Source: an optimization exercise on an open RTL-to-GDS flow (aim: small area, a short achievable clock period and few clock cycles per item). Production flows keep margins and buffers that such runs may drop.
The RTL was checked by simulation tests, not by an equivalence proof against the original design.
No activity file was given, so power comes from the tool's default toggle rates.

**config.mk**
```make
export PLATFORM = sky130hd
export DESIGN_NAME = mem_island_top
export DESIGN_NICKNAME = mem_island_top
export VERILOG_FILES = /design/flow/design.v
export SDC_FILE = /design/flow/constraint.sdc
export NUM_CORES = 4
export LEC_CHECK = 0
export CAP_MARGIN = 20
export CELL_PAD_IN_SITES_DETAIL_PLACEMENT = 1
export CELL_PAD_IN_SITES_GLOBAL_PLACEMENT = 2
export CORE_MARGIN = 2
export CORE_UTILIZATION = 30
export PLACE_DENSITY = 0.35
export SLEW_MARGIN = 20
```
**constraint.sdc**
```tcl
create_clock -name core_clock -period 8.0 [get_ports {clk_i}]
set_input_delay 1.6000 -clock core_clock [delete_from_list [all_inputs] [get_ports {clk_i}]]
set_output_delay 1.6000 -clock core_clock [all_outputs]
set_load 0.01 [all_outputs]
```
**run.sh**
```bash
#!/bin/bash
# synth_recipe.tcl (not shown) runs the flow's synth.tcl, then flattens the netlist and writes it again
# the make line also repeats each setting of config.mk as NAME=value (left out here)
make -C /OpenROAD-flow-scripts/flow DESIGN_CONFIG=/design/flow/config.mk WORK_HOME=/design/flow/orfs CLKGATE_MAP_FILE= SYNTH_SCRIPT=/design/flow/synth_recipe.tcl finish
```
**design.v**
```verilog
`timescale 1ns/1ps
`default_nettype none
module sram_bank #(
   parameter int unsigned WordsPerBank = 64,
   parameter int unsigned RowW         = 12
) (
   input  wire logic            clk_i,
   input  wire logic            req_i,
   input  wire logic [RowW-1:0] row_i,
   input  wire logic            we_i,
   input  wire logic [31:0]     wdata_i,
   input  wire logic [3:0]      strb_i,
   output      logic [31:0]     rdata_o
);
   localparam int unsigned RowWidth = $clog2(WordsPerBank);
   logic [31:0]          mem_q [0:WordsPerBank-1];
   logic [31:0]          rdata_q;
   logic [RowWidth-1:0]  row_idx;
   assign row_idx = row_i[RowWidth-1:0];
   always_ff @(posedge clk_i) begin
      if (req_i) begin
         if (we_i) begin
            for (int b = 0; b < 4; b++) begin
               if (strb_i[b]) begin
                  mem_q[row_idx][8*b +: 8] <= wdata_i[8*b +: 8];
               end
            end
         end else begin
            rdata_q <= mem_q[row_idx];
         end
      end
   end
   assign rdata_o = rdata_q;
endmodule
`default_nettype wire
`timescale 1ns/1ps
`default_nettype none
module bank_arbiter #(
   parameter int unsigned WordsPerBank     = 64,
   parameter int unsigned WidePriorityWait = 1,
   parameter int unsigned RowW             = 12
) (
   input  wire logic            clk_i,
   input  wire logic            rst_ni,
   input  wire logic            narrow_req_i,
   input  wire logic [RowW-1:0] narrow_row_i,
   input  wire logic            narrow_we_i,
   input  wire logic [31:0]     narrow_wdata_i,
   input  wire logic [3:0]      narrow_strb_i,
   output      logic            narrow_gnt_o,
   input  wire logic            wide_req_i,
   input  wire logic [RowW-1:0] wide_row_i,
   input  wire logic            wide_we_i,
   input  wire logic [31:0]     wide_wdata_i,
   input  wire logic [3:0]      wide_strb_i,
   output      logic            wide_gnt_o,
   output      logic            wide_rvalid_o,
   output      logic [31:0]     rdata_o
);
   localparam int unsigned CntWidth =
      (WidePriorityWait > 0) ? $clog2(WidePriorityWait + 1) : 1;
   logic [CntWidth-1:0] wait_cnt_q, wait_cnt_d;
   logic                wide_turn;
   logic                wide_rvalid_q;
   logic                sram_req;
   logic [RowW-1:0]     sram_row;
   logic                sram_we;
   logic [31:0]         sram_wdata;
   logic [3:0]          sram_strb;
   assign wide_turn = (WidePriorityWait != 0) && wide_req_i &&
                      (wait_cnt_q == CntWidth'(WidePriorityWait));
   assign narrow_gnt_o = narrow_req_i & ~wide_turn;
   assign wide_gnt_o   = wide_req_i & ~narrow_gnt_o;
   always_comb begin
      wait_cnt_d = '0;
      if ((WidePriorityWait != 0) && narrow_req_i && wide_req_i && !wide_turn) begin
         wait_cnt_d = wait_cnt_q + 1'b1;
      end
   end
   always_ff @(posedge clk_i or negedge rst_ni) begin
      if (!rst_ni) begin
         wait_cnt_q    <= '0;
         wide_rvalid_q <= 1'b0;
      end else begin
         wait_cnt_q    <= wait_cnt_d;
         wide_rvalid_q <= wide_gnt_o;
      end
   end
   assign sram_req      = narrow_gnt_o | wide_gnt_o;
   assign sram_row      = wide_gnt_o ? wide_row_i     : narrow_row_i;
   assign sram_we       = wide_gnt_o ? wide_we_i      : narrow_we_i;
   assign sram_wdata    = wide_gnt_o ? wide_wdata_i   : narrow_wdata_i;
   assign sram_strb     = wide_gnt_o ? wide_strb_i    : narrow_strb_i;
   assign wide_rvalid_o = wide_rvalid_q;
   sram_bank #(
      .WordsPerBank(WordsPerBank),
      .RowW        (RowW)
   ) i_sram_bank (
      .clk_i  (clk_i),
      .req_i  (sram_req),
      .row_i  (sram_row),
      .we_i   (sram_we),
      .wdata_i(sram_wdata),
      .strb_i (sram_strb),
      .rdata_o(rdata_o)
   );
endmodule
`default_nettype wire
`timescale 1ns/1ps
`default_nettype none
module narrow_router #(
   parameter int unsigned RowW = 12
) (
   input  wire logic             clk_i,
   input  wire logic             rst_ni,
   input  wire logic             req_i,
   output      logic             gnt_o,
   input  wire logic [15:0]      addr_i,
   input  wire logic             we_i,
   input  wire logic [31:0]      wdata_i,
   input  wire logic [3:0]       strb_i,
   output      logic             rvalid_o,
   output      logic [31:0]      rdata_o,
   output      logic [3:0]       bank_req_o,
   output      logic [RowW-1:0]  bank_row_o,
   output      logic             bank_we_o,
   output      logic [31:0]      bank_wdata_o,
   output      logic [3:0]       bank_strb_o,
   input  wire logic [3:0]       bank_gnt_i,
   input  wire logic [4*32-1:0]  bank_rdata_i
);
   logic       wb, wb_q;
   logic       sb, sb_q;
   logic       valid_q;
   assign wb = addr_i[3];
   assign sb = addr_i[2];
   always_comb begin
      bank_req_o          = '0;
      bank_req_o[{wb,sb}] = req_i;
      bank_row_o          = addr_i[15:4];
      bank_we_o           = we_i;
      bank_wdata_o        = wdata_i;
      bank_strb_o         = strb_i;
   end
   assign gnt_o = bank_gnt_i[{wb,sb}];
   always_ff @(posedge clk_i or negedge rst_ni) begin
      if (!rst_ni) begin
         valid_q <= 1'b0;
         wb_q    <= '0;
         sb_q    <= '0;
      end else begin
         valid_q <= req_i & gnt_o;
         if (req_i && gnt_o) begin
            wb_q <= wb;
            sb_q <= sb;
         end
      end
   end
   assign rvalid_o = valid_q;
   assign rdata_o  = bank_rdata_i[{wb_q,sb_q}*32 +: 32];
endmodule
`default_nettype wire
`timescale 1ns/1ps
`default_nettype none
module wide_splitter #(
   parameter int unsigned RowW = 12
) (
   input  wire logic             clk_i,
   input  wire logic             rst_ni,
   input  wire logic             req_i,
   output      logic             gnt_o,
   input  wire logic [15:0]      addr_i,
   input  wire logic             we_i,
   input  wire logic [63:0]      wdata_i,
   input  wire logic [7:0]       strb_i,
   output      logic             rvalid_o,
   input  wire logic             rready_i,
   output      logic [63:0]      rdata_o,
   output      logic [1:0]       part_req_o,
   output      logic [RowW-1:0]  part_row_o,
   output      logic             part_we_o,
   output      logic [63:0]      part_wdata_o,
   output      logic [7:0]       part_strb_o,
   input  wire logic [1:0]       part_gnt_i,
   input  wire logic [1:0]       part_rvalid_i,
   input  wire logic [63:0]      part_rdata_i
);
   logic         busy_q;
   logic [1:0]   pend_q;
   logic [1:0]   done_q;
   logic [15:0]  addr_q;
   logic         we_q;
   logic [63:0]  wdata_q;
   logic [7:0]   strb_q;
   logic [63:0]  rdata_q;
   logic         accept;
   assign gnt_o    = ~busy_q;
   assign accept   = req_i & gnt_o;
   assign rvalid_o = busy_q & (&done_q);
   assign rdata_o  = rdata_q;
   assign part_req_o = pend_q;
   assign part_row_o   = addr_q[15:4];
   assign part_we_o    = we_q;
   assign part_wdata_o = wdata_q;
   assign part_strb_o  = strb_q;
   always_ff @(posedge clk_i or negedge rst_ni) begin
      if (!rst_ni) begin
         busy_q <= 1'b0;
         pend_q <= '0;
         done_q <= '0;
      end else if (accept) begin
         busy_q <= 1'b1;
         pend_q <= '1;
         done_q <= '0;
      end else begin
         pend_q <= pend_q & ~part_gnt_i;
         done_q <= done_q | part_rvalid_i;
         if (rvalid_o && rready_i) begin
            busy_q <= 1'b0;
            done_q <= '0;
         end
      end
   end
   always_ff @(posedge clk_i) begin
      if (accept) begin
         addr_q  <= addr_i;
         we_q    <= we_i;
         wdata_q <= wdata_i;
         strb_q  <= strb_i;
      end
      for (int j = 0; j < 2; j++) begin
         if (part_rvalid_i[j]) begin
            rdata_q[j*32 +: 32] <= part_rdata_i[j*32 +: 32];
         end
      end
   end
endmodule
`default_nettype wire
`timescale 1ns/1ps
`default_nettype none
module wide_router #(
   parameter int unsigned WideMaxOutstanding = 2
) (
   input  wire logic          clk_i,
   input  wire logic          rst_ni,
   input  wire logic          req_i,
   output      logic          gnt_o,
   input  wire logic [15:0]   addr_i,
   output      logic          rvalid_o,
   output      logic [63:0]   rdata_o,
   output      logic [1:0]    split_req_o,
   input  wire logic [1:0]    split_gnt_i,
   input  wire logic [1:0]    split_rvalid_i,
   output      logic [1:0]    split_rready_o,
   input  wire logic [127:0]  split_rdata_i
);
   localparam int unsigned PtrWidth = $clog2(WideMaxOutstanding);
   localparam int unsigned CntWidth = $clog2(WideMaxOutstanding + 1);
   logic [WideMaxOutstanding-1:0] order_q;
   logic [PtrWidth-1:0]           wr_ptr_q, rd_ptr_q;
   logic [CntWidth-1:0]           count_q;
   logic                          req_bank, head_bank;
   logic                          full, empty, push, pop;
   assign req_bank  = addr_i[3];
   assign head_bank = order_q[rd_ptr_q];
   assign full      = (count_q == CntWidth'(WideMaxOutstanding));
   assign empty     = (count_q == '0);
   always_comb begin
      split_req_o            = '0;
      split_req_o[req_bank]  = req_i & ~full;
      split_rready_o            = '0;
      split_rready_o[head_bank] = ~empty;
   end
   assign gnt_o    = req_i & ~full & split_gnt_i[req_bank];
   assign push     = gnt_o;
   assign rvalid_o = ~empty & split_rvalid_i[head_bank];
   assign pop      = rvalid_o;
   assign rdata_o  = split_rdata_i[head_bank*64 +: 64];
   always_ff @(posedge clk_i or negedge rst_ni) begin
      if (!rst_ni) begin
         wr_ptr_q <= '0;
         rd_ptr_q <= '0;
         count_q  <= '0;
      end else begin
         if (push) begin
            wr_ptr_q <= wr_ptr_q + 1'b1;
         end
         if (pop) begin
            rd_ptr_q <= rd_ptr_q + 1'b1;
         end
         count_q <= count_q + CntWidth'(push) - CntWidth'(pop);
      end
   end
   always_ff @(posedge clk_i) begin
      if (push) begin
         order_q[wr_ptr_q] <= req_bank;
      end
   end
endmodule
`default_nettype wire
`timescale 1ns/1ps
`default_nettype none
module mem_island_top #(
   parameter int unsigned WordsPerBank     = 32,
   parameter int unsigned WidePriorityWait = 1
) (
   input  wire logic         clk_i,
   input  wire logic         rst_ni,
   input  wire logic         narrow_req_i,
   output      logic         narrow_gnt_o,
   input  wire logic [15:0]  narrow_addr_i,
   input  wire logic         narrow_we_i,
   input  wire logic [31:0]  narrow_wdata_i,
   input  wire logic [3:0]   narrow_strb_i,
   output      logic         narrow_rvalid_o,
   output      logic [31:0]  narrow_rdata_o,
   input  wire logic         wide_req_i,
   output      logic         wide_gnt_o,
   input  wire logic [15:0]  wide_addr_i,
   input  wire logic         wide_we_i,
   input  wire logic [63:0]  wide_wdata_i,
   input  wire logic [7:0]   wide_strb_i,
   output      logic         wide_rvalid_o,
   output      logic [63:0]  wide_rdata_o
);
   localparam int unsigned RowW = 12;
   logic [3:0]       nb_req, nb_gnt;
   logic [RowW-1:0]  nb_row;
   logic             nb_we;
   logic [31:0]      nb_wdata;
   logic [3:0]       nb_strb;
   logic [4*32-1:0]  bank_rdata;
   logic [1:0]       split_req, split_gnt, split_rvalid, split_rready;
   logic [127:0]     split_rdata;
   logic [3:0]       part_req, part_gnt, part_rvalid;
   logic [RowW-1:0]  part_row   [0:1];
   logic [1:0]       part_we;
   logic [63:0]      part_wdata [0:1];
   logic [7:0]       part_strb  [0:1];
   narrow_router #(
      .RowW(RowW)
   ) i_narrow_router (
      .clk_i       (clk_i),
      .rst_ni      (rst_ni),
      .req_i       (narrow_req_i),
      .gnt_o       (narrow_gnt_o),
      .addr_i      (narrow_addr_i),
      .we_i        (narrow_we_i),
      .wdata_i     (narrow_wdata_i),
      .strb_i      (narrow_strb_i),
      .rvalid_o    (narrow_rvalid_o),
      .rdata_o     (narrow_rdata_o),
      .bank_req_o  (nb_req),
      .bank_row_o  (nb_row),
      .bank_we_o   (nb_we),
      .bank_wdata_o(nb_wdata),
      .bank_strb_o (nb_strb),
      .bank_gnt_i  (nb_gnt),
      .bank_rdata_i(bank_rdata)
   );
   wide_router i_wide_router (
      .clk_i         (clk_i),
      .rst_ni        (rst_ni),
      .req_i         (wide_req_i),
      .gnt_o         (wide_gnt_o),
      .addr_i        (wide_addr_i),
      .rvalid_o      (wide_rvalid_o),
      .rdata_o       (wide_rdata_o),
      .split_req_o   (split_req),
      .split_gnt_i   (split_gnt),
      .split_rvalid_i(split_rvalid),
      .split_rready_o(split_rready),
      .split_rdata_i (split_rdata)
   );
   for (genvar w = 0; w < 2; w++) begin : gen_wide_bank
      wide_splitter #(
         .RowW(RowW)
      ) i_wide_splitter (
         .clk_i        (clk_i),
         .rst_ni       (rst_ni),
         .req_i        (split_req[w]),
         .gnt_o        (split_gnt[w]),
         .addr_i       (wide_addr_i),
         .we_i         (wide_we_i),
         .wdata_i      (wide_wdata_i),
         .strb_i       (wide_strb_i),
         .rvalid_o     (split_rvalid[w]),
         .rready_i     (split_rready[w]),
         .rdata_o      (split_rdata[w*64 +: 64]),
         .part_req_o   (part_req[w*2 +: 2]),
         .part_row_o   (part_row[w]),
         .part_we_o    (part_we[w]),
         .part_wdata_o (part_wdata[w]),
         .part_strb_o  (part_strb[w]),
         .part_gnt_i   (part_gnt[w*2 +: 2]),
         .part_rvalid_i(part_rvalid[w*2 +: 2]),
         .part_rdata_i (bank_rdata[w*64 +: 64])
      );
      for (genvar s = 0; s < 2; s++) begin : gen_sub_bank
         bank_arbiter #(
            .WordsPerBank    (WordsPerBank),
            .WidePriorityWait(WidePriorityWait),
            .RowW            (RowW)
         ) i_bank_arbiter (
            .clk_i         (clk_i),
            .rst_ni        (rst_ni),
            .narrow_req_i  (nb_req[w*2+s]),
            .narrow_row_i  (nb_row),
            .narrow_we_i   (nb_we),
            .narrow_wdata_i(nb_wdata),
            .narrow_strb_i (nb_strb),
            .narrow_gnt_o  (nb_gnt[w*2+s]),
            .wide_req_i    (part_req[w*2+s]),
            .wide_row_i    (part_row[w]),
            .wide_we_i     (part_we[w]),
            .wide_wdata_i  (part_wdata[w][s*32 +: 32]),
            .wide_strb_i   (part_strb[w][s*4 +: 4]),
            .wide_gnt_o    (part_gnt[w*2+s]),
            .wide_rvalid_o (part_rvalid[w*2+s]),
            .rdata_o       (bank_rdata[(w*2+s)*32 +: 32])
         );
      end
   end
endmodule
`default_nettype wire
```
==> impl_metrics.tcl <==
set metrics [dict create \
    drv_cap 0 \
    synthDistinctLibCells 77 \
    drtPass1Iterations 5 \
    stdcell_count 24300 \
    antenna_found_initial 100 \
    start_kind "primary input" \
    synth_cells 14600 \
    cts_setup_buffers 0 \
    synth_area_leaders "edfxtp_1, mux2i_1, nand2_1" \
    maxSlewHeadroom 0.196 \
    cp_top_family "buffers and inverters" \
    die_height_um 814 \
    synth-seq-cells 4535 \
    slowest_stage "clkdlybuf4s50_1" \
    wl_per_cell_um 35.1 \
    layout_common_cells "edfxtp_1, nand2_1, mux2i_1" \
    tightest_slew_ps 1210 \
    start_util 0.301 \
    synth.cell_area_um2 197000 \
    worst_ep_required_time_ps 6400 \
    max_freq_mhz 144 \
    final_antenna_net_count 0 \
    finalSetupTns_ps 0 \
    die-area_um2 663000 \
    drive_gt1_frac 0.139 \
    place_hpwl_um 569000 \
    num_vias 134000 \
    syn-num-nets 14700 \
    postSynthAreaPerCell_um2 13.5 \
    dpl.cell_count 23300 \
    hold_class "flop to flop" \
    cts_num_sinks 4535 \
    grt_pass1_wl_um 1160000 \
    critPathArrivalTime_ps 5340 \
    synth_warnings 9 \
    p_leak_nw 77.3 \
    ios 246 \
    root_buffer "clkbuf_16" \
    clock_latency_ps 1080 \
    cts_max_path_buffers 4 \
    worst_setup_path_end_kind "output port" \
    path_clk_slew_ps 60 \
    wl_um 853000 \
    htree_num_levels 6 \
    drcViolationCount 0 \
    die_x_um 814 \
    coreArea_um2 654000 \
    crit_chain "clkdlybuf4s50_1 > inv_1 > ha_1 > nor2_1 > and3_1 > nand2_1 > buf_4 > a31oi_1 > buf_4 > clkdlybuf4s50_1" \
    rsz0062_at_grt "false" \
    cts_resized 0 \
    place_area_um2 215000 \
    max-vdd-ir-drop_mv 0.225 \
    cpPeakStageDelay_ps 860 \
    final-setup-viol-count 0 \
    worst-path-max-fanout 15 \
    async_flop_share 0.00551 \
    nNetsFinal 15300 \
    grt_max_degree 170 \
    port_buffers 226 \
    yosys.area.top_type "edfxtp_1" \
    areaGrowthSynthToFinish_pct 18.0 \
    ys_seq_area_frac 0.691 \
    path_buf_inv 5 \
    synth-edff-count 4510 \
    grtUsageTotal 0.250 \
    grt_pass1_vias 139000 \
    path_class "primary input to output port" \
    slew_viol_final 0 \
    hold_viol 0 \
    drtIter0Drc 10300 \
    final_common_cell "edfxtp_1" \
    fin_crit_sh 0.868 \
    overflow 0 \
    synth_top_area_share 0.688 \
    skew_ps 48.8 \
    fin_util 0.355 \
    cts_tree "done" \
    cts_made_buffers 564 \
    postCtsHoldBufs 0 \
    vias_per_cell 5.51 \
    hold-worst-slack_ps 457 \
    fin_crit_ps 6940 \
    p_per_area_nw_per_um2 251 \
    status "complete, no violations" \
    rows 297 \
    place_congestion 0.799 \
    final_area_um2 232000 \
    synth_ff_type "edfxtp_1" \
]
[layout make-up]
class	count	area, um2
Inverter	50	196
Clock buffer	731	15200
Multi-Input combinational cell	8867	57400
Sequential cell	4535	136000
Antenna cell	34	85.1
Fill cell	67400	422000
Clock inverter	266	2390
Tap cell	8671	10800
Timing Repair Buffer	1147	10200
[cells in the mapped netlist, types with 70 or more instances]
master and number:
a21oi_1 1127, a221oi_1 352, a22oi_1 122, a31oi_1 90
and3_1 131, buf_1 172, buf_2 126, clkbuf_1 824
edfxtp_1 4510, mux2_2 290, mux2i_1 1314, nand2_1 1984
nand3_1 317, nor2_1 691, nor3_1 70, nor4_1 290
o21ai_0 320, o22ai_1 639, o2bb2ai_1 201, o31ai_1 362
[registers in the layout (all words and copies together), names as in the netlist, named ones only]
| register | count |
|---|---|
| gen_wide_bank.gen_sub_bank.i_bank_arbiter.i_sram_bank.mem_q | 4096 |
| gen_wide_bank.i_wide_splitter.wdata_q | 128 |
| gen_wide_bank.i_wide_splitter.strb_q | 16 |
| gen_wide_bank.i_wide_splitter.pend_q | 4 |
| gen_wide_bank.i_wide_splitter.busy_q | 2 |
| gen_wide_bank.gen_sub_bank.i_bank_arbiter.wait_cnt_q | 4 |
| i_wide_router.count_q | 2 |
| i_wide_router.rd_ptr_q | 1 |
| gen_wide_bank.i_wide_splitter.rdata_q | 128 |
| gen_wide_bank.i_wide_splitter.we_q | 2 |
| i_narrow_router.sb_q | 1 |
| gen_wide_bank.i_wide_splitter.addr_q | 10 |
| i_narrow_router.wb_q | 1 |
| gen_wide_bank.i_wide_splitter.done_q | 4 |
| i_wide_router.wr_ptr_q | 1 |
| gen_wide_bank.gen_sub_bank.i_bank_arbiter.wide_rvalid_q | 4 |
| i_narrow_router.valid_q | 1 |
[layer usage]
metal / up-vias / global-route usage / part of all wire
met1: 71800 / 0.343 / 0.45
li1: 58200 / - / -
met2: 3045 / 0.421 / 0.48
met5: - / 0 / 0.00020
met3: 921 / 0.0322 / 0.044
met4: 26 / 0.0622 / 0.027
[worst paths after layout]
path,start,end,slack (ps),cells past startpoint
hold / removal,flop,gen_wide_bank[1].i_wide_splitter.rdata_q[34],460,0
max in group asynchronous,rst_ni,gen_wide_bank[0].i_wide_splitter.pend_q[0],6700,2
setup / recovery,narrow_addr_i[3],narrow_gnt_o,1060,10
setup reg to reg,gen_wide_bank[0].i_wide_splitter.pend_q[1],flop,2530,9
min in group asynchronous,rst_ni,i_narrow_router.valid_q,640,2
hold reg to reg,flop,gen_wide_bank[1].i_wide_splitter.rdata_q[34],460,0
[kinds of logic (layout without fill, tap and decap cells)]
group / after synthesis / count (layout) / share of synthesized area
compound gates: 3469 / 3469 / 0.114
xor+xnor: 3 / 3 / 0.000133
fa+ha+maj: 3 / 3 / 0.000191
buf+inv: 1173 / 2194 / 0.0232
flops: 4535 / 4535 / 0.691
mux: 1640 / 1640 / 0.0874
other cells: 0 / 34 / 0
simple gates: 3752 / 3752 / 0.0839
[power by group]
| group | internal (W) | switching [W] | total [W] | leakage (nW) |
|---|---|---|---|---|
| Combinational | 0.00180 | 0.00465 | 0.00645 | 27.9 |
| Sequential | 0.0267 | 0.000269 | 0.0270 | 40.9 |
| Clock | 0.0145 | 0.0104 | 0.0250 | 8.54 |
| Total | 0.0431 | 0.0153 | 0.0584 | 77.3 |
[metrics by stage]
| step | power (W) | worst slack, ps |
|---|---|---|
| 6_report | 0.0584 | 1060 |
| 5_1_grt | 0.0602 | 930 |
| 4_1_cts | 0.0592 | 1130 |
| 3_5_place_dp | 0.0341 | 337 |
| 3_3_place_gp | 0.0340 | 335 |
| 2_1_floorplan | 0.0303 | 1050 |
Testbench counts, summed over its fixed seeds: cycles 24,213, items 20,000.

## port drivers added, routing unchanged
How much do the figures lean on ideal ports? The routed layout below was timed once more, with nothing changed but the port constraints.
Step 1 sets driving cells, clkbuf_16 on the clock port and buf_2 on the other inputs (assumed; they add their load-dependent delay and slew).
Step 2, shift: input delay + t, output delay - t, t = (earliest + latest rising clock arrival at the registers) / 2. This alone moves slack from input paths to output paths.
a / b / c = ideal ports / drivers / drivers and shift; a / b = the first two.
t, ns: 1.183
setup slack, ns: 1.057 / 0.847 / 0.112
worst setup path after step 2: input to register
latest minus earliest clock arrival (ns): 0.059 / 0.058
worst register clock-pin slew, ns: 0.07 / 0.07
After both steps this run still meets setup and hold. For this run, drivers alone change the setup slack by -0.210 ns; drivers and shift together by -0.945 ns.
